What follows belongs to an exercise in optimizing a design on an open flow for small area, a short achievable clock period and few clock cycles per item; a production flow would make more cautious choices. Function was checked by simulation only, so behaviour that the tests miss may differ from the original.

Setup of onyx:
==> flow/design.v (excerpt) <==
module nearest_neighbor_multi_metric #(
	parameter int VECTOR_LEN = 64,
	parameter int MAX_ROWS = 1024
) (
	input  logic clk,
	input  logic arst_n,
	input  logic psel,
	input  logic penable,
	input  logic pwrite,
	input  logic [1:0] paddr,
	input  logic [31:0] pwdata,
	output logic [31:0] prdata,
	output logic pready,
	input  logic in_valid,
	output logic in_ready,
	input  logic signed [15:0] feature_value,
	input  logic is_query,
	input  logic last_element,
	input  logic last_row,
	output logic out_valid,
	input  logic out_ready,
	output logic signed [40:0] score,
	output logic [9:0] row_index,
	output logic [9:0] best_index,
	output logic is_final
);
	logic [nnmm_pkg::ModeW-1:0] mode_q;
	logic m_free, j_we, j_cos, j_last, j_first;
	logic signed [nnmm_pkg::AccW-1:0] j_acc;
	logic [nnmm_pkg::NormW-1:0] j_norm, qnorm;
	assign pready = 1'b1;
	logic [nnmm_pkg::ModeW-1:0] rd_q;
	assign prdata = 32'(rd_q);
	always_ff @(posedge clk or negedge arst_n) begin
		if (!arst_n) begin
			mode_q <= nnmm_pkg::MODE_MAN;
			rd_q <= '0;
		end else begin
			if (psel && penable && pwrite && paddr == 2'd0) begin
				mode_q <= pwdata[1:0];
			end
			rd_q <= (paddr == 2'd0) ? mode_q : '0;
		end
	end
	nnmm_front #(.VECTOR_LEN(VECTOR_LEN)) u_front (
		.clk(clk), .arst_n(arst_n), .mode(mode_q), .in_valid(in_valid),
		.in_ready(in_ready), .feature_value(feature_value), .is_query(is_query),
		.last_element(last_element), .last_row(last_row), .m_free(m_free),
		.j_we(j_we), .j_acc(j_acc), .j_norm(j_norm), .j_cos(j_cos),
		.j_last(j_last), .j_first(j_first), .qnorm(qnorm)
	);
	nnmm_back #(.MAX_ROWS(MAX_ROWS)) u_back (
		.clk(clk), .arst_n(arst_n), .j_we(j_we), .j_acc(j_acc), .j_norm(j_norm),
		.j_cos(j_cos), .j_last(j_last), .j_first(j_first), .qnorm(qnorm),
		.m_free(m_free), .out_valid(out_valid), .out_ready(out_ready),
		.score(score), .row_index(row_index), .best_index(best_index),
		.is_final(is_final)
	);
endmodule
export LEC_CHECK = 0
export CAP_MARGIN = 35
export CORE_MARGIN = 2
export CORE_UTILIZATION = 50
export PLACE_DENSITY = 0.7
export SLEW_MARGIN = 35
create_clock -name core_clock -period 11.0 [get_ports {clk}]
standard.sh (not shown) runs the stock make flow with config.mk's settings and CLKGATE_MAP_FILE= SYNTH_SCRIPT=/design/flow/synth_recipe.tcl, a recipe that flattens the netlist after the stock synthesis.
==> flow/flow/run.sh <==
#!/bin/bash
set -euo pipefail
export SETUP_SLACK_MARGIN=7.3
bash standard.sh > standard_flow.log 2>&1
Testbench counts of onyx, summed over its fixed seeds: cycles 41,860, items 598.
For cedar, these inputs were changed with respect to onyx:
Settings: CTS_CLUSTER_DIAMETER now 200, previously not set; PLACE_DENSITY no longer set, was 0.7; CORE_UTILIZATION now 40, was 50.
Results
- cedar vs onyx: setup slack up in cedar
- Diff onyx -> cedar: sum of routed wire segments on met1 went up by 3500 µm, worst-case clock skew went up by 0.023 ns.
- The clock tree cell share of total cell area of onyx and that of cedar are within noise of each other.
The inputs of indigo differ from those of cedar as listed below.
Settings: CTS_BUF_LIST newly set to sky130_fd_sc_hd__clkbuf_8 sky130_fd_sc_hd__clkbuf_16; CTS_CLUSTER_DIAMETER removed (was 200); CORE_UTILIZATION changed from 40 to 50.
Of the two values seen for highest routed metal layer, met5 was produced by cedar and met4 by indigo. cedar -> indigo: inverter count delta 0, exact match. For the global-route track usage on met1, indigo came in 6.9 points higher than cedar did. Per the comparison of indigo with cedar, cell area after layout moved down; final-layout clock buffer total moved down.

---

alpha:
Starting RTL as in the previous note.
Settings: LEC_CHECK=0, CAP_MARGIN=35, CORE_MARGIN=2, CORE_UTILIZATION=40, CTS_CLUSTER_SIZE=30, SLEW_MARGIN=35; clock period 11.0 ns.
Scripts as last shown in full above: flow/flow/run.sh
Testbench counts of alpha, summed over its fixed seeds: cycles 41,860, items 598.
The inputs of beta differ from those of alpha as listed below.
- clearing CTS_CLUSTER_SIZE, which used to be 30
- swapping 40 for 70 in CORE_UTILIZATION
Notes after the runs:
- beta ends up with lower growth of design area from synthesis to finish than alpha does.
- Taking alpha as the reference point, the cell area reported after detailed placement of beta falls by 1.9%.
- beta and alpha ended up with roughly the same final hold slack.
- Relative to alpha, beta degrades wire length of the first global-routing pass.
- Count of fill cells added during filler insertion: beta < alpha
diff inputs: beta => gamma
- CTS_CLUSTER_SIZE newly set to 60
- CORE_UTILIZATION changed from 70 to 40
Findings:
Per the final summary, gamma finished and its layout is clean on timing, DRC and antenna. beta -> gamma: post-synthesis cell type count delta 0, exact match. Diff beta -> gamma: worst-skew pair later-pin latency rose 0.03 ns; average routed wire per standard cell has decreased.
> inputs changed (gamma -> delta)
- CTS_CLUSTER_SIZE: 60 -> unset
- CORE_UTILIZATION: 40 -> 50
--- a/flow/flow/run.sh
+++ b/flow/flow/run.sh
@@ -3,0 +4 @@
+export CTS_ARGS="-sink_clustering_enable -repair_clock_nets -sink_buffer_max_cap_derate 0.03"
## What came out
Taking gamma as the reference, in delta data arrival time of the worst path -0.03 ns; number of DRC violations after detailed-routing iteration 0 fell by 381; post-CTS setup-driven buffer insertion count increased about 20%. Pin count of the biggest net entering global routing for delta is higher than for gamma.
Here is what was changed in the inputs of epsilon compared with delta.
- a change of CORE_UTILIZATION from 50 to 60
==> flow/flow/run.sh <==
#!/bin/bash
set -euo pipefail
export SETUP_SLACK_MARGIN=7.35
bash standard.sh > standard_flow.log 2>&1
[summary]
- The via count reported for epsilon is greater than that of delta by 282.
- Going from delta to epsilon, final cell count -3.0%, minimum clock period after layout rose by 0.077 ns.

---

build 4:
nearest_neighbor_multi_metric again, from the RTL that the note above started with.
export LEC_CHECK = 0
export CAP_MARGIN = 35
export CORE_MARGIN = 2
export CORE_UTILIZATION = 50
export CTS_BUF_LIST = sky130_fd_sc_hd__clkbuf_4 sky130_fd_sc_hd__clkbuf_8 sky130_fd_sc_hd__clkbuf_16
export SLEW_MARGIN = 35
create_clock -name core_clock -period 11.0 [get_ports {clk}]
==> flow/flow/run.sh <==
#!/bin/bash
set -euo pipefail
export SETUP_SLACK_MARGIN=7.3
bash standard.sh > standard_flow.log 2>&1
Build 4 completed every stage of the flow, and the final layout passed the timing, DRC and antenna checks.
Testbench counts of build 4, summed over its fixed seeds: cycles 41,860, items 598.
> inputs changed (build 4 -> build 45)
Settings: removing CTS_BUF_LIST (formerly sky130_fd_sc_hd__clkbuf_4 sky130_fd_sc_hd__clkbuf_8 sky130_fd_sc_hd__clkbuf_16).
==> run notes <==
- Lower relative slew slack was reported by build 45, not build 4.
- From build 4 to build 45 the numbers moved as follows: sequential cell area in the final layout barely changed, layout buffering overhead excluding clock cells barely changed, final area dropped 0.40%, worst setup slack after layout climbed 0.0072 ns.
- Any difference in wire length of the first global-routing pass between build 45 and build 4 is small enough to ignore.
- Cmp build 45 and build 4 / sequential share of layout area / higher: build 45
- met3 layer wire length in the routed design was higher in build 4 than in build 45.
- Build 4 completed every stage of the flow, and the final layout passed the timing, DRC and antenna checks.
- No stage failed in build 45, and the final checks on the layout all came back clean.
Input-level comparison between build 64 and build 45:
Settings: changing CORE_UTILIZATION from 50 to 60.
==> run notes <==
- Build 64 completed; timing, DRC and antenna clean
- Taking build 45 over build 64, the wire length on met3 ratio works out to 0.815.
- Later-pin clock latency in the skew report (build 64 over build 45): decrease, 0.02 ns
- Relative to build 45, total inserted antenna cells decreased by 1 in build 64.
- Changes observed in build 64 relative to build 45: area added between synthesis and finish now smaller, number of rows created at floorplan shows a reduction of 12.
The following lists how build 71 was set up differently from build 64:
Settings: CORE_UTILIZATION now 40, was 60; CTS_CLUSTER_DIAMETER now 400, previously not set.
[summary]
Compared with build 64, in build 71 post-route worst hold slack went up, die boundary width went up. Compared with build 64, in build 71 fraction of cell area in non-clock buffers did not really move, worst setup slack after layout went down, area growth from synthesis to final layout went up. In build 71, source-to-sink clock delay at the later pin of the worst-skew pair is higher than in build 64. Build 71 has final routed wirelength across all metal layers above what build 64 had.

---

nearest_neighbor_multi_metric, a different RTL version from the one above (not shown whole).
Size: roughly 6100 cells after synthesis, about 1800 flip-flops, ~160 I/O pins.
Settings: LEC_CHECK=0, ABC_CLOCK_PERIOD_IN_PS=2000, CAP_MARGIN=35, CORE_MARGIN=2, CORE_UTILIZATION=40, SETUP_SLACK_MARGIN=5, SLEW_MARGIN=35; clock period 11.0 ns.
run.sh (not shown) runs the stock make flow with config.mk's settings and CLKGATE_MAP_FILE= SYNTH_SCRIPT=/design/flow/synth_recipe.tcl, a recipe that flattens the netlist after the stock synthesis.
Stock flow here: none of the scripts above is used.
Testbench counts at the start, summed over its fixed seeds: cycles 41,860, items 598.
Next try:
==> flow/flow/run.sh (new file) <==
#!/bin/bash
set -euo pipefail
export SETUP_SLACK_MARGIN=8.3
bash standard.sh > standard_flow.log 2>&1
==> flow/standard.sh (new file) <==
#!/bin/bash
# synth_recipe.tcl (not shown) runs the flow's synth.tcl, then flattens the netlist and writes it again
# the make line also repeats each setting of config.mk as NAME=value (left out here)
make -C /OpenROAD-flow-scripts/flow DESIGN_CONFIG=/design/flow/config.mk WORK_HOME=/design/flow/orfs CLKGATE_MAP_FILE= SYNTH_SCRIPT=/design/flow/synth_recipe.tcl "${@:-finish}"
--- a/flow/config.mk
+++ b/flow/config.mk
@@ -7,3 +7,2 @@
 export LEC_CHECK = 0
-export ABC_CLOCK_PERIOD_IN_PS = 2000
 export CAP_MARGIN = 35
@@ -11,3 +10,2 @@
 export CORE_UTILIZATION = 40
-export SETUP_SLACK_MARGIN = 5
 export SLEW_MARGIN = 35
removed: flow/run.sh
Outcome: The changed run finished clean; wire length goes up by 7.7%; via count goes up by 7.1%; final area goes up by 13%; setup slack is better by 1.0 ns; global-route usage goes up by 0.98 points; synthesized area stays the same; hold slack is worse by 0.029 ns; critical path depth goes down by 12; sequential share of layout area goes down by 5.6 points.
Next try:
==> flow/run.sh (new file) <==
#!/bin/bash
# synth_recipe.tcl (not shown) runs the flow's synth.tcl, then flattens the netlist and writes it again
# the make line also repeats each setting of config.mk as NAME=value (left out here)
make -C /OpenROAD-flow-scripts/flow DESIGN_CONFIG=/design/flow/config.mk WORK_HOME=/design/flow/orfs CLKGATE_MAP_FILE= SYNTH_SCRIPT=/design/flow/synth_recipe.tcl finish
--- a/flow/config.mk
+++ b/flow/config.mk
@@ -9,3 +9,4 @@
 export CORE_MARGIN = 2
-export CORE_UTILIZATION = 40
+export CORE_UTILIZATION = 65
+export SETUP_SLACK_MARGIN = 5
 export SLEW_MARGIN = 35
removed: flow/flow/run.sh
removed: flow/standard.sh
Outcome: Cell count decreases by about a fifth. Wire length decreases by a few percent. Cell area decreases by roughly a tenth.
Next try:
==> flow/flow/run.sh (new file) <==
#!/bin/bash
set -euo pipefail
export SETUP_SLACK_MARGIN=7.5
bash standard.sh > standard_flow.log 2>&1
==> flow/standard.sh (new file) <==
#!/bin/bash
# synth_recipe.tcl (not shown) runs the flow's synth.tcl, then flattens the netlist and writes it again
# the make line also repeats each setting of config.mk as NAME=value (left out here)
make -C /OpenROAD-flow-scripts/flow DESIGN_CONFIG=/design/flow/config.mk WORK_HOME=/design/flow/orfs CLKGATE_MAP_FILE= SYNTH_SCRIPT=/design/flow/synth_recipe.tcl "${@:-finish}"
--- a/flow/config.mk
+++ b/flow/config.mk
@@ -9,4 +9,3 @@
 export CORE_MARGIN = 2
-export CORE_UTILIZATION = 65
-export SETUP_SLACK_MARGIN = 5
+export CORE_UTILIZATION = 40
 export SLEW_MARGIN = 35
removed: flow/run.sh
Effect: The changed run completed without violations; setup slack improves by 1.2 ns; routed wire length hardly moves; synthesized area stays the same; final cell count goes up by about a fifth; final area rose by a few percent.

---

Setup of P:
nearest_neighbor_multi_metric again, from the RTL that the note above started with.
clock: 11.0 ns
lec_check: 0
cap_margin: 35
core_margin: 2
core_utilization: 40
slew_margin: 35
standard.sh (not shown) runs the stock make flow with config.mk's settings and CLKGATE_MAP_FILE= SYNTH_SCRIPT=/design/flow/synth_recipe.tcl, a recipe that flattens the netlist after the stock synthesis.
==> flow/flow/run.sh <==
#!/bin/bash
set -euo pipefail
export SETUP_SLACK_MARGIN=7.8
bash standard.sh > standard_flow.log 2>&1
Testbench counts of P, summed over its fixed seeds: cycles 41,860, items 598.
Inputs modified between P and Q:
==> flow/run.sh (new file) <==
#!/bin/bash
# synth_recipe.tcl (not shown) runs the flow's synth.tcl, then flattens the netlist and writes it again
# the make line also repeats each setting of config.mk as NAME=value (left out here)
make -C /OpenROAD-flow-scripts/flow DESIGN_CONFIG=/design/flow/config.mk WORK_HOME=/design/flow/orfs CLKGATE_MAP_FILE= SYNTH_SCRIPT=/design/flow/synth_recipe.tcl finish
diff --git a/flow/config.mk b/flow/config.mk
--- a/flow/config.mk
+++ b/flow/config.mk
@@ -7,2 +7,3 @@
 export LEC_CHECK = 0
+export ABC_CLOCK_PERIOD_IN_PS = 4000
 export CAP_MARGIN = 35
@@ -10,2 +11,3 @@
 export CORE_UTILIZATION = 40
+export SETUP_SLACK_MARGIN = 5
 export SLEW_MARGIN = 35
removed: flow/flow/run.sh
removed: flow/standard.sh
Findings:
- Lower top achievable clock speed was reported by Q, not P.
- Q vs. P: number of slew-limit violations in the final report flat, count of clock-net buffers in the final layout went up 7.
- Between Q and P, the placer congestion estimate is higher for P.
- Q: layout buffer count excluding clock buffers 421 below P
- Going from P to Q, final critical delay including setup and external delays grows by 0.91 ns.
Inputs modified between Q and R:
==> flow/flow/run.sh (new file) <==
#!/bin/bash
set -euo pipefail
export SETUP_SLACK_MARGIN=7.3
bash standard.sh > standard_flow.log 2>&1
==> flow/standard.sh (new file) <==
#!/bin/bash
# synth_recipe.tcl (not shown) runs the flow's synth.tcl, then flattens the netlist and writes it again
# the make line also repeats each setting of config.mk as NAME=value (left out here)
make -C /OpenROAD-flow-scripts/flow DESIGN_CONFIG=/design/flow/config.mk WORK_HOME=/design/flow/orfs CLKGATE_MAP_FILE= SYNTH_SCRIPT=/design/flow/synth_recipe.tcl "${@:-finish}"
diff --git a/flow/config.mk b/flow/config.mk
--- a/flow/config.mk
+++ b/flow/config.mk
@@ -7,3 +7,2 @@
 export LEC_CHECK = 0
-export ABC_CLOCK_PERIOD_IN_PS = 4000
 export CAP_MARGIN = 35
@@ -11,3 +10,4 @@
 export CORE_UTILIZATION = 40
-export SETUP_SLACK_MARGIN = 5
+export CTS_BUF_LIST = sky130_fd_sc_hd__clkbuf_4
+export CTS_CLUSTER_SIZE = 20
 export SLEW_MARGIN = 35
removed: flow/run.sh
### Flow results
[R] post-placement worst setup slack rose 0.13 ns relative to Q
Between R and Q, the level count of the clock H-tree is higher for R.
Where setup slack is concerned, Q is outperformed by R.
In R the largest buffer count on any clock path turned out 1 higher than in Q.
[diff] design area, R relative to Q: regression

---

== oak ==
nearest_neighbor_multi_metric with an RTL version that a note above also has.
For scale: ~6100 cells after synthesis, about 1700 flip-flops, ~160 I/O pins, roughly 0.069 mm² of cells after synthesis.
==> flow/config.mk <==
export PLATFORM = sky130hd
export DESIGN_NAME = nearest_neighbor_multi_metric
export DESIGN_NICKNAME = nearest_neighbor_multi_metric
export VERILOG_FILES = /design/flow/design.v
export SDC_FILE = /design/flow/constraint.sdc
export NUM_CORES = 4
export LEC_CHECK = 0
export CAP_MARGIN = 10
export CORE_MARGIN = 2
export CORE_UTILIZATION = 40
export SLEW_MARGIN = 10
==> flow/constraint.sdc <==
create_clock -name core_clock -period 11.0 [get_ports {clk}]
set_input_delay 2.2000 -clock core_clock [delete_from_list [all_inputs] [get_ports {clk}]]
set_output_delay 2.2000 -clock core_clock [all_outputs]
set_load 0.01 [all_outputs]
==> flow/flow/run.sh <==
#!/bin/bash
set -euo pipefail
export SETUP_SLACK_MARGIN=7.3
bash standard.sh > standard_flow.log 2>&1
Testbench counts of oak, summed over its fixed seeds: cycles 41,860, items 598.
The inputs of pine differ from those of oak as listed below.
diff --git a/flow/config.mk b/flow/config.mk
--- a/flow/config.mk
+++ b/flow/config.mk
@@ -6,6 +6,6 @@
 export NUM_CORES = 4
 export LEC_CHECK = 0
-export CAP_MARGIN = 10
+export CAP_MARGIN = 35
 export CORE_MARGIN = 2
 export CORE_UTILIZATION = 40
-export SLEW_MARGIN = 10
+export SLEW_MARGIN = 35
Findings:
Between oak and pine, the post-route cell area does not differ in any meaningful way.
Diff pine..oak | total global routing overflow | unchanged
oak and pine ended up with roughly the same number of cells in the finished layout apart from fillers.
Lower met2 routed wirelength was reported by pine, not oak.
Summary of pine over oak: setup slack on the worst flop-to-flop path went up 0.03 ns; proportion of cell area occupied by registers held.
Going from oak to pine, total length of routed met3 wires shrank by a few percent.
Synthesized cell count: oak vs pine — no meaningful difference
Total stage count of the critical path: pine > oak

what the ideal ports hide:
The flow's constraints put no driver on any port. The routed layouts listed below were extracted and timed again, unchanged, in two steps. Step 1 sets driving cells, clkbuf_16 on the clock port and buf_2 on the other inputs (assumed; they add their load-dependent delay and slew). Step 2 adds t to the input delays and takes it off the output delays; t is the mean of the earliest and latest rising clock arrival at the registers after step 1. Input paths then give back, and output paths get back, about the clock's delay inside the block. Slacks: ideal / step 1 / step 2; pairs: ideal / step 1.
| run | t (ns) | setup slack, ns | slew at the worst register clock pin (ns) | worst slew at a driven data input, ns |
|---|---|---|---|---|
| onyx | 0.869 | 7.257 / 7.183 / 6.983 | 0.07 / 0.07 | 0.07 |
| cedar | 0.887 | 7.261 / 7.181 / 7.162 | 0.07 / 0.07 | 0.12 |
| indigo | 0.857 | 7.282 / 7.207 / 7.130 | 0.07 / 0.07 | 0.12 |
| alpha | 0.887 | 7.261 / 7.181 / 7.162 | 0.07 / 0.07 | 0.12 |
| beta | 0.856 | 6.987 / 6.987 / 6.987 | 0.10 / 0.10 | 0.07 |
| gamma | 0.887 | 7.261 / 7.181 / 7.162 | 0.07 / 0.07 | 0.12 |
| delta | 0.856 | 7.289 / 7.215 / 7.129 | 0.07 / 0.07 | 0.12 |
| epsilon | 0.851 | 7.211 / 7.128 / 7.153 | 0.07 / 0.07 | 0.08 |
| build 4 | 0.859 | 7.282 / 7.207 / 7.131 | 0.07 / 0.07 | 0.12 |
| build 45 | 0.856 | 7.289 / 7.215 / 7.129 | 0.07 / 0.07 | 0.12 |
| build 64 | 0.847 | 7.288 / 7.208 / 7.157 | 0.07 / 0.07 | 0.07 |
| build 71 | 0.887 | 7.261 / 7.181 / 7.162 | 0.07 / 0.07 | 0.12 |
| the first run of note 4 | 0.885 | 6.373 / 6.373 / 6.165 | 0.07 / 0.07 | 0.06 |
| the second run of note 4 | 0.876 | 7.405 / 7.322 / 7.120 | 0.07 / 0.07 | 0.05 |
| the third run of note 4 | 0.857 | 6.078 / 6.078 / 6.078 | 0.08 / 0.08 | 0.06 |
| the fourth run of note 4 | 0.869 | 7.262 / 7.181 / 6.723 | 0.07 / 0.07 | 0.09 |
| P | 0.877 | 7.286 / 7.204 / 6.998 | 0.07 / 0.07 | 0.07 |
| Q | 0.885 | 6.373 / 6.373 / 6.165 | 0.07 / 0.07 | 0.06 |
| R | 1.374 | 6.727 / 6.647 / 6.726 | 0.09 / 0.09 | 0.08 |
| oak | 0.873 | 7.251 / 7.172 / 7.163 | 0.07 / 0.07 | 0.13 |
| pine | 0.887 | 7.261 / 7.181 / 7.162 | 0.07 / 0.07 | 0.12 |
After both steps setup and hold are still met in every run listed. The setup slack of the fourth run of note 4, which loses most, moves by -0.081 ns with the drivers and by -0.539 ns with both steps.
